Source: an optimization exercise on an open RTL-to-GDS flow (aim: small area, a short achievable clock period and few clock cycles). Production flows keep margins and buffers that such runs may drop.
In this exercise RTL edits were held to simulation tests only and were not proved equivalent to the original.
No activity file was given, so power comes from the tool's default toggle rates.

## flow/config.mk

```make
export PLATFORM = sky130hd
export DESIGN_NAME = alpha_calc_param
export DESIGN_NICKNAME = alpha_calc_param
export VERILOG_FILES = /design/flow/design.v
export SDC_FILE = /design/flow/constraint.sdc
export NUM_CORES = 4
export LEC_CHECK = 0
export CAP_MARGIN = 20
export CORE_MARGIN = 2
export CORE_UTILIZATION = 40
export SLEW_MARGIN = 20
```

## flow/constraint.sdc

```tcl
create_clock -name core_clock -period 12.0 [get_ports {clk}]
set_input_delay 2.4000 -clock core_clock [delete_from_list [all_inputs] [get_ports {clk}]]
set_output_delay 2.4000 -clock core_clock [all_outputs]
set_load 0.01 [all_outputs]
```

## flow/design.v

```verilog
module alpha_calc_param #(
  parameter int DATA_WIDTH   = 16,
  parameter int MAX_SIZE_LOG = 8,
  parameter int ALPHA_WIDTH  = 10,
  parameter int ALPHA_FRAC   = 9
) (
  input  logic                   clk,
  input  logic                   rst,
  input  logic                   x_valid,
  output logic                   x_ready,
  input  logic [DATA_WIDTH-1:0]  x_data,
  input  logic                   xhat_valid,
  output logic                   xhat_ready,
  input  logic [DATA_WIDTH-1:0]  xhat_data,
  input  logic                   xhat_last_s,
  input  logic                   xmean_valid,
  output logic                   xmean_ready,
  input  logic [DATA_WIDTH-1:0]  xmean_data,
  input  logic                   xhatmean_valid,
  output logic                   xhatmean_ready,
  input  logic [DATA_WIDTH-1:0]  xhatmean_data,
  output logic                   alpha_valid,
  input  logic                   alpha_ready,
  output logic [ALPHA_WIDTH-1:0] alpha_data
);
  localparam int D_W   = DATA_WIDTH + 1;           
  localparam int P_W   = 2 * D_W;                  
  localparam int ACC_W = 2 * DATA_WIDTH + MAX_SIZE_LOG + 1;   
  localparam int DEN_W = 2 * DATA_WIDTH + MAX_SIZE_LOG;       
  localparam int Q_W   = ALPHA_WIDTH + 1;           
  localparam int SC_W  = $clog2(Q_W + 1);
  logic                    open_q;       
  logic                    pair_rdy_q;   
  logic                    mean_rdy_q;   
  logic [MAX_SIZE_LOG-1:0] cnt_q;        
  logic                    accq_q;       
  logic                    busy_q;       
  logic                    aval_q;       
  logic [SC_W-1:0]         step_q;
  logic                    sat_q, pos_q, lsb_q;
  logic [DATA_WIDTH-1:0]   xmean_q, xhatmean_q;
  logic signed [D_W-1:0]   dx_q, dh_q;
  logic                    first_q, last_q;
  logic signed [ACC_W-1:0] num_q;
  logic [DEN_W-1:0]        den_q;
  logic [ACC_W-1:0]        r_q;
  logic [DEN_W-1:0]        d_q;
  logic [ALPHA_WIDTH-1:0]  q_q;
  logic mean_hs, pair_hs, blk_last, load, step_last, a_hs;
  logic open_nx, accq_nx, busy_nx, aval_nx, idle_nx;
  assign mean_hs  = mean_rdy_q & xmean_valid & xhatmean_valid;
  assign pair_hs  = pair_rdy_q & x_valid & xhat_valid;
  assign blk_last = pair_hs & (xhat_last_s | (&cnt_q));
  assign a_hs     = aval_q & alpha_ready;
  assign load     = accq_q & ~last_q & ~busy_q & ~aval_q;
  assign step_last = busy_q & (step_q == SC_W'(Q_W - 1));
  assign open_nx = mean_hs | (open_q & ~blk_last);
  assign accq_nx = blk_last | (accq_q & ~load);
  assign busy_nx = load | (busy_q & ~step_last);
  assign aval_nx = step_last | (aval_q & ~alpha_ready);
  assign idle_nx = ~busy_nx & ~aval_nx;
  assign x_ready        = pair_rdy_q;
  assign xhat_ready     = pair_rdy_q;
  assign xmean_ready    = mean_rdy_q;
  assign xhatmean_ready = mean_rdy_q;
  assign alpha_valid    = aval_q;
  assign alpha_data     = q_q;
  always_ff @(posedge clk or posedge rst) begin
    if (rst) begin
      open_q     <= 1'b0;
      pair_rdy_q <= 1'b0;
      mean_rdy_q <= 1'b0;
      accq_q     <= 1'b0;
      busy_q     <= 1'b0;
      aval_q     <= 1'b0;
      first_q    <= 1'b0;
      last_q     <= 1'b0;
    end else begin
      open_q     <= open_nx;
      pair_rdy_q <= open_nx;
      mean_rdy_q <= ~open_nx & ~mean_hs & (~accq_nx | idle_nx);
      accq_q     <= accq_nx;
      busy_q     <= busy_nx;
      aval_q     <= aval_nx;
      first_q    <= pair_hs & (cnt_q == '0);
      last_q     <= blk_last;
    end
  end
  logic signed [P_W-1:0] prod_xh, prod_hh;
  assign prod_xh = dx_q * dh_q;
  assign prod_hh = dh_q * dh_q;
  logic [ACC_W:0] sub;
  logic           ge;
  assign sub = {1'b0, r_q} - {2'b0, d_q};
  assign ge  = ~sub[ACC_W];
  always_ff @(posedge clk) begin
    if (mean_hs) begin
      xmean_q    <= xmean_data;
      xhatmean_q <= xhatmean_data;
    end
    if (mean_hs)
      cnt_q <= '0;
    else if (pair_hs)
      cnt_q <= cnt_q + 1'b1;
    if (pair_hs) begin
      dx_q <= $signed({1'b0, x_data}) - $signed({1'b0, xmean_q});
      dh_q <= $signed({1'b0, xhat_data}) - $signed({1'b0, xhatmean_q});
    end else begin
      dx_q <= '0;
      dh_q <= '0;
    end
    num_q <= (first_q ? '0 : num_q) + ACC_W'(prod_xh);
    den_q <= (first_q ? '0 : den_q) + DEN_W'(prod_hh);
    if (load) begin
      r_q    <= {1'b0, num_q[ACC_W-1:1]};
      lsb_q  <= num_q[0];
      d_q    <= den_q;
      pos_q  <= ~num_q[ACC_W-1] & (|num_q);
      sat_q  <= 1'b0;
      step_q <= '0;
    end else if (busy_q) begin
      step_q <= step_q + 1'b1;
      r_q    <= {(ge ? sub[ACC_W-2:0] : r_q[ACC_W-2:0]), (step_q == '0) ? lsb_q : 1'b0};
      if (step_q == '0) sat_q <= ge;
      else q_q <= {q_q[ALPHA_WIDTH-2:0], ge};
      if (step_last)
        q_q <= ~pos_q ? '0 : (sat_q ? '1 : {q_q[ALPHA_WIDTH-2:0], ge});
    end
  end
endmodule
```

## flow/run.sh

```bash
#!/bin/bash
# synth_recipe.tcl (not shown) runs the flow's synth.tcl, then flattens the netlist and writes it again
# the make line also repeats each setting of config.mk as NAME=value (left out here)
make -C /OpenROAD-flow-scripts/flow DESIGN_CONFIG=/design/flow/config.mk WORK_HOME=/design/flow/orfs CLKGATE_MAP_FILE= SYNTH_SCRIPT=/design/flow/synth_recipe.tcl finish
```

==> results.tsv <==
metric	value	unit
min-delay src	den_q[0]$_DFF_P_	
synthesized flop and latch total	260	
crit path time final	9.43	ns
H-tree depth	1	
Worst VDD drop	0.119	mV
DR vias	25800	
Fin Hold WS	0.422	ns
Die W	304	um
DRC	0	
DR WL/cell	17.4	um
1st-iter DRT viols	1343	
setup skew after layout	0.0133	ns
Cells after Synth	3874	
final WL	88700	um
Max Freq	0.106	GHz
Final Hold Fails	0	
crit path kind	flip-flop to flip-flop	
Max-Cap Viols	0	
YS warnings	1	
hpwl dp	69800	um
Clock Tree Buf Depth	3	
setup slack, reg-to-reg	2.57	ns
initial antenna violation count	1	
CP max stage delay	0.61	ns
startpoint types	flip-flop	
Setup TNS Final	0	ns
worst r2r path cells	38	
asr flop ratio synth	2.69	%
post-synthesis sequential area ratio	18.0	%
cts hold-fix bufs	0	
pwr dens	161	mW/mm2
CTS clk-pin slew, worst paths	0.07	ns
CP endpoint	den_q[37]$_DFF_P_	
Initial Util	40.2	%
# port buffers	86	
final max-slew violation count	0	
RR Endpoint	den_q[37]$_DFF_P_	
IO Pins	87	
# rows	110	
CTS buffer count	29	
vias in the first global route	27100	
Clock Latency Late Sink	0.58	ns
syn_nets	4842	
1st-pass router iterations	5	
largest net degree at the start of global routing	77	
status	complete, no violations	
Core Box Area	0.0897	mm2
area leader, netlist	fa_1	
Die H	304	um
area of the multi-input gates	0.0262	mm2
synth top area cells	fa_1 32%, ha_1 11%, edfxtp_1 10%	
full die area	0.0926	mm2
final setup vio count	0	
filler-free cell count of the finished design	5106	
FF+latch area	0.00648	mm2
syn_area_per_cell	9.31	um2
postcts setup bufs	0	
CP Capture Type	flip-flop	
Synth top area share	31.5	%
Filler cells	8828	
Slew @ Worst Pin	1.09	ns
Root Driver	clkbuf_16	
P&R area growth vs syn	8.52	%
WP data arrival	9.93	ns
r2r startpoint	dh_q[7]$_SDFF_PN0_	
post-cts resize count	0	
Slew HR	26.6	%
Final Cycle Share	78.6	%
Hold Path Class	flip-flop to flip-flop	
Final nets	4875	
Final WS setup	2.57	ns
EDFF count, synth	124	
Mapped Area	0.0361	mm2
slowest CP cell	dfxtp_1	
first-pass GRT wire length	145000	um
top_reg_cell synth	dfxtp_1	
CTS sink count	260	
RSZ-0062 raised after global routing	no	
Vias per Instance	5.05	
layout cells sized above 1	3.00	%
leakage	19.9	nW
Req. time, crit path	12.50	ns
CTS tree	done	
dpl ws	2.65	ns
routability congestion estimate	0.879	
CP max FO	25	
GR Overflow Total	0	
ANT nets after route	0	
Total Power	0.00631	W
most numerous cell in the Yosys netlist	inv_1	
Critical Path Source	dh_q[7]$_SDFF_PN0_	
All-Layer GR Usage	19.6	%
number of instances in the placed design	5052	
Post-synth top cells	768 x inv_1, 568 x fa_1, 331 x nand2_1	
Cell variety after synth	76	
==> cells by family (layout without fill, tap and decap cells) <==
| family | count (synthesis) | after routing | synth area share (%) |
|---|---|---|---|
| fa+ha+maj | 898 | 898 | 43.0 |
| flops | 260 | 260 | 18.0 |
| mux | 1 | 1 | 0.0312 |
| simple gates | 1023 | 1023 | 13.8 |
| buf+inv | 881 | 936 | 9.29 |
| xor+xnor | 221 | 221 | 5.49 |
| other cells | 0 | 1 | 0 |
| compound gates | 590 | 590 | 10.4 |
==> registers in the layout, summed over array words and instances, names as in the netlist <==
signal,flops
pair_rdy_q,1
den_q,40
num_q,41
r_q,41
first_q,1
cnt_q,8
lsb_q,1
d_q,40
accq_q,1
pos_q,1
last_q,1
xmean_q,16
busy_q,1
dx_q,17
xhatmean_q,16
dh_q,17
sat_q,1
q_q,10
step_q,4
mean_rdy_q,1
aval_q,1
==> per-layer routing <==
| layer | GRT usage [%] | routed length (um) |
|---|---|---|
| met5 | 0 | 0 |
| met4 | 4.92 | 2370 |
| met3 | 2.92 | 4610 |
| met2 | 33.0 | 42300 |
| met1 | 26.6 | 39500 |
==> through the flow <==
stage | cell area [um2] | util, %
3_3_place_gp | 38100 | 42.5
5_1_grt | 39100 | 43.6
6_report | 39100 | 43.6
4_1_cts | 39100 | 43.6
2_1_floorplan | 36100 | -
3_5_place_dp | 38100 | 42.5
==> power by group <==
group | switching, W | internal [W] | total, W
clock network | 0.000404 | 0.000540 | 0.000944
logic | 0.00209 | 0.00158 | 0.00368
registers | 0.000301 | 0.00139 | 0.00169
==> how the worst min path moves through the flow <==
| stage | slack [ns] | end | cells past startpoint |
|---|---|---|---|
| after floorplan | 0.40 | d_q[0]$_DFFE_PP_ | 0 |
| after global placement | 0.41 | d_q[36]$_DFFE_PP_ | 0 |
| after detailed placement | 0.41 | d_q[21]$_DFFE_PP_ | 0 |
| after CTS | 0.43 | d_q[0]$_DFFE_PP_ | 0 |
| after global routing | 0.43 | d_q[21]$_DFFE_PP_ | 0 |
| final | 0.42 | d_q[0]$_DFFE_PP_ | 0 |
==> cell usage in the layout (no fill, tap or decap), types with 36 or more instances in the layout <==
master             n
edfxtp_1         124
o21ai_1           36
fa_1             568
nor3_1            37
o21ai_0           87
a21oi_1          196
xnor2_1          145
ha_1             328
nand2_1          331
a21o_1            97
dfxtp_1          128
inv_1            767
nor2b_1          108
clkdlybuf4s50_1   86
and2_1           194
nor2_1           217
xor2_1            72
==> critical path, delay by kind of cell (launching register included) <==
kind / cells / cell delay (ns)
flip-flops: 1 / 0.61
AO/OA/AOI/OAI: 14 / 3.29
buffers and inverters: 7 / 0.75
AND/OR/NAND/NOR: 7 / 1.07
adder cells (fa/ha/maj): 8 / 3.38
XOR/XNOR: 2 / 0.27
==> cell type report <==
cell class / count / area share [%]
inverter: 769 / 7.38
multi-input combinational: 2733 / 67.0
antenna: 1 / 0.00640
timing repair buffer: 114 / 2.74
tap: 1176 / 3.76
clock inverter: 18 / 0.560
sequential: 260 / 16.6
clock buffer: 35 / 1.94
Testbench counts, summed over its fixed seeds: cycles 24,527.

-- separate check: timing with driven ports --
No port has a modelled driver above. Below, the same layout with a new extraction and two added sets of constraints.
Step 1 sets driving cells, clkbuf_16 on the clock port and buf_2 on the other inputs (assumed; they add their load-dependent delay and slew).
Step 2 also shifts input and output timing later by t, the mid clock arrival at the registers, as if the neighbouring blocks saw the same clock.
a / b / c = ideal ports / drivers / drivers and shift; a / b = the first two.
t (ns): 0.624
setup WS [ns]: 2.574 / 2.574 / 2.574
hold slack, ns: 0.422 / 0.422 / 0.422
worst register clock-pin slew, ns: 0.07 / 0.07
worst slew at a driven data input, ns: 0.10
After both steps this run still meets setup and hold. The setup slack of this run moves by 0.000 ns with the drivers and by 0.000 ns with both steps.
